What follows belongs to an exercise in optimizing a design on an open flow for small area and few clock cycles per item; a production flow would make more cautious choices.
Only simulation tests tie the RTL to the original design; equivalence was not proved.

Design fp_mul_pipe, start of the top module:
module fp_mul_pipe #(
   parameter int EXP_W = 8,
   parameter int MAN_W = 23
) (
   input  logic                     clk,
   input  logic                     rst,
   input  logic                     in_valid,
   output logic                     in_ready,
   input  logic [EXP_W+MAN_W:0]     in_a,
   input  logic [EXP_W+MAN_W:0]     in_b,
   output logic                     out_valid,
   input  logic                     out_ready,
   output logic [EXP_W+MAN_W:0]     out_z,
   output logic [3:0]               out_flags
);
Settings: LEC_CHECK=0, ABC_AREA=1, CAP_MARGIN=20, CORE_MARGIN=2, CORE_UTILIZATION=35, CTS_BUF_LIST=sky130_fd_sc_hd__clkbuf_8, GPL_ROUTABILITY_DRIVEN=0, SLEW_MARGIN=20, SYNTH_HIERARCHICAL=1; clock period 8.5 ns.
standard.sh (not shown) runs the stock make flow with config.mk's settings and CLKGATE_MAP_FILE= SYNTH_SCRIPT=/design/flow/synth_recipe.tcl, a recipe that flattens the netlist after the stock synthesis.
==> flow/flow/run.sh <==
#!/bin/bash
set -euo pipefail
here=$(pwd)
{
  head -n 1 synth_recipe.tcl
  cat <<EOF
proc abc {args} {
  set i [lsearch -exact \$args -script]
  if { \$i >= 0 } { lset args [expr { \$i + 1 }] {$here/flow/abc.script} }
  yosys abc {*}\$args
}
EOF
  tail -n +2 synth_recipe.tcl
} > own_synth.tcl
bash standard.sh "SYNTH_SCRIPT=$here/own_synth.tcl" "BUFFER_PORTS_ARGS=-buffer_cell sky130_fd_sc_hd__buf_1" finish > standard_flow.log 2>&1
==> flow/flow/abc.script <==
strash
dch
map
topo
The baseline passed the timing, design-rule and antenna checks.
Testbench counts at the start, summed over its fixed seeds: cycles 12,008, items 12,000.
Edit:
==> flow/flow/run.sh (replaced) <==
#!/bin/bash
# The standard layout, with plain buf_1 cells as the port buffers.
set -euo pipefail
bash standard.sh "BUFFER_PORTS_ARGS=-buffer_cell sky130_fd_sc_hd__buf_1" finish > standard_flow.log 2>&1
CORE_UTILIZATION = 40   (was 35)
GPL_ROUTABILITY_DRIVEN = not set   (was 0)
removed: flow/flow/abc.script
The changed run completed with no timing, DRC or antenna violations.
Synthesized area rose by 4.7%.
Final cell count climbs by 1.6%.
Final area rises by 0.88%.
Edit:
==> flow/flow/run.sh (replaced) <==
#!/bin/bash
set -euo pipefail
here=$(pwd)
{
  head -n 1 synth_recipe.tcl
  cat <<EOF
proc abc {args} {
  set i [lsearch -exact \$args -script]
  if { \$i >= 0 } { lset args [expr { \$i + 1 }] {$here/flow/abc.script} }
  yosys abc {*}\$args
}
EOF
  tail -n +2 synth_recipe.tcl
} > own_synth.tcl
bash standard.sh "SYNTH_SCRIPT=$here/own_synth.tcl" "BUFFER_PORTS_ARGS=-buffer_cell sky130_fd_sc_hd__buf_1" finish > standard_flow.log 2>&1
==> flow/flow/abc.script (new file) <==
strash
dch
amap
topo
CTS_BUF_LIST = not set   (was sky130_fd_sc_hd__clkbuf_8)
=> The new run passed the timing, design-rule and antenna checks. Maximum frequency decreases by 7.2%. Hold slack degrades by 0.25 ns. Area after synthesis decreases by 5.7%. Setup slack degrades by 0.59 ns. Routed wire length increases by 18%. Utilization increases by 10 points. Register-to-register slack degrades by 0.12 ns.
Edit:
==> flow/flow/abc.script (replaced) <==
strash
dch
map
topo
CORE_UTILIZATION = 45   (was 40)
CTS_BUF_LIST = sky130_fd_sc_hd__clkbuf_8   (was not set)
After rerunning: Sequential share of layout area went up by 1.1 points. Critical path depth went down by 13. Routed wire length went down by 15%. Utilization went down by 2.8 points. Final cell count went down by about 20%. Global-route usage went down by 1.4 points. Setup slack gets better by 0.11 ns. Register-to-register slack gets better by 0.11 ns. Synthesized cell count went down by about 12%.
Edit:
==> flow/flow/run.sh (replaced) <==
#!/bin/bash
# The standard layout, with plain buf_1 cells as the port buffers.
set -euo pipefail
bash standard.sh "BUFFER_PORTS_ARGS=-buffer_cell sky130_fd_sc_hd__buf_1" finish > standard_flow.log 2>&1
CORE_UTILIZATION = 30   (was 45)
removed: flow/flow/abc.script
=> Via count hardly moves; wire length climbs by 3.3%; global-route usage drops by 11 points; synthesized area climbs by 4.7%.

[port drivers added, routing unchanged]
No port has a modelled driver above. Below, the same layouts with a new extraction and two added sets of constraints.
Step 1 (the two cells are an assumption about what drives the block):
set clk [get_ports {clk}]
set_driving_cell -lib_cell sky130_fd_sc_hd__clkbuf_16 $clk
set_driving_cell -lib_cell sky130_fd_sc_hd__buf_2 [delete_from_list [all_inputs] $clk]
Step 2 adds t to the input delays and takes it off the output delays; t is the mean of the earliest and latest rising clock arrival at the registers after step 1. Input paths then give back, and output paths get back, about the clock's delay inside the block.
Three values: no drivers, after step 1, after step 2; two values: the first two.
run | shift t [ns] | setup WS [ns] | worst setup path after step 2
the first run | 0.321 | 0.290 / 0.296 / -0.025 | input to register
the second run | 0.318 | 0.826 / 0.822 / 0.517 | input to register
the third run | 0.321 | 0.235 / 0.202 / -0.119 | input to register
the fourth run | 0.325 | 0.341 / 0.351 / 0.026 | input to register
the fifth run | 0.332 | 0.561 / 0.565 / 0.233 | input to register
Met with ideal ports but missed after step 2: setup timing in the first run and the third run. For the third run, which loses most, drivers alone change the setup slack by -0.033 ns; drivers and shift together by -0.354 ns.
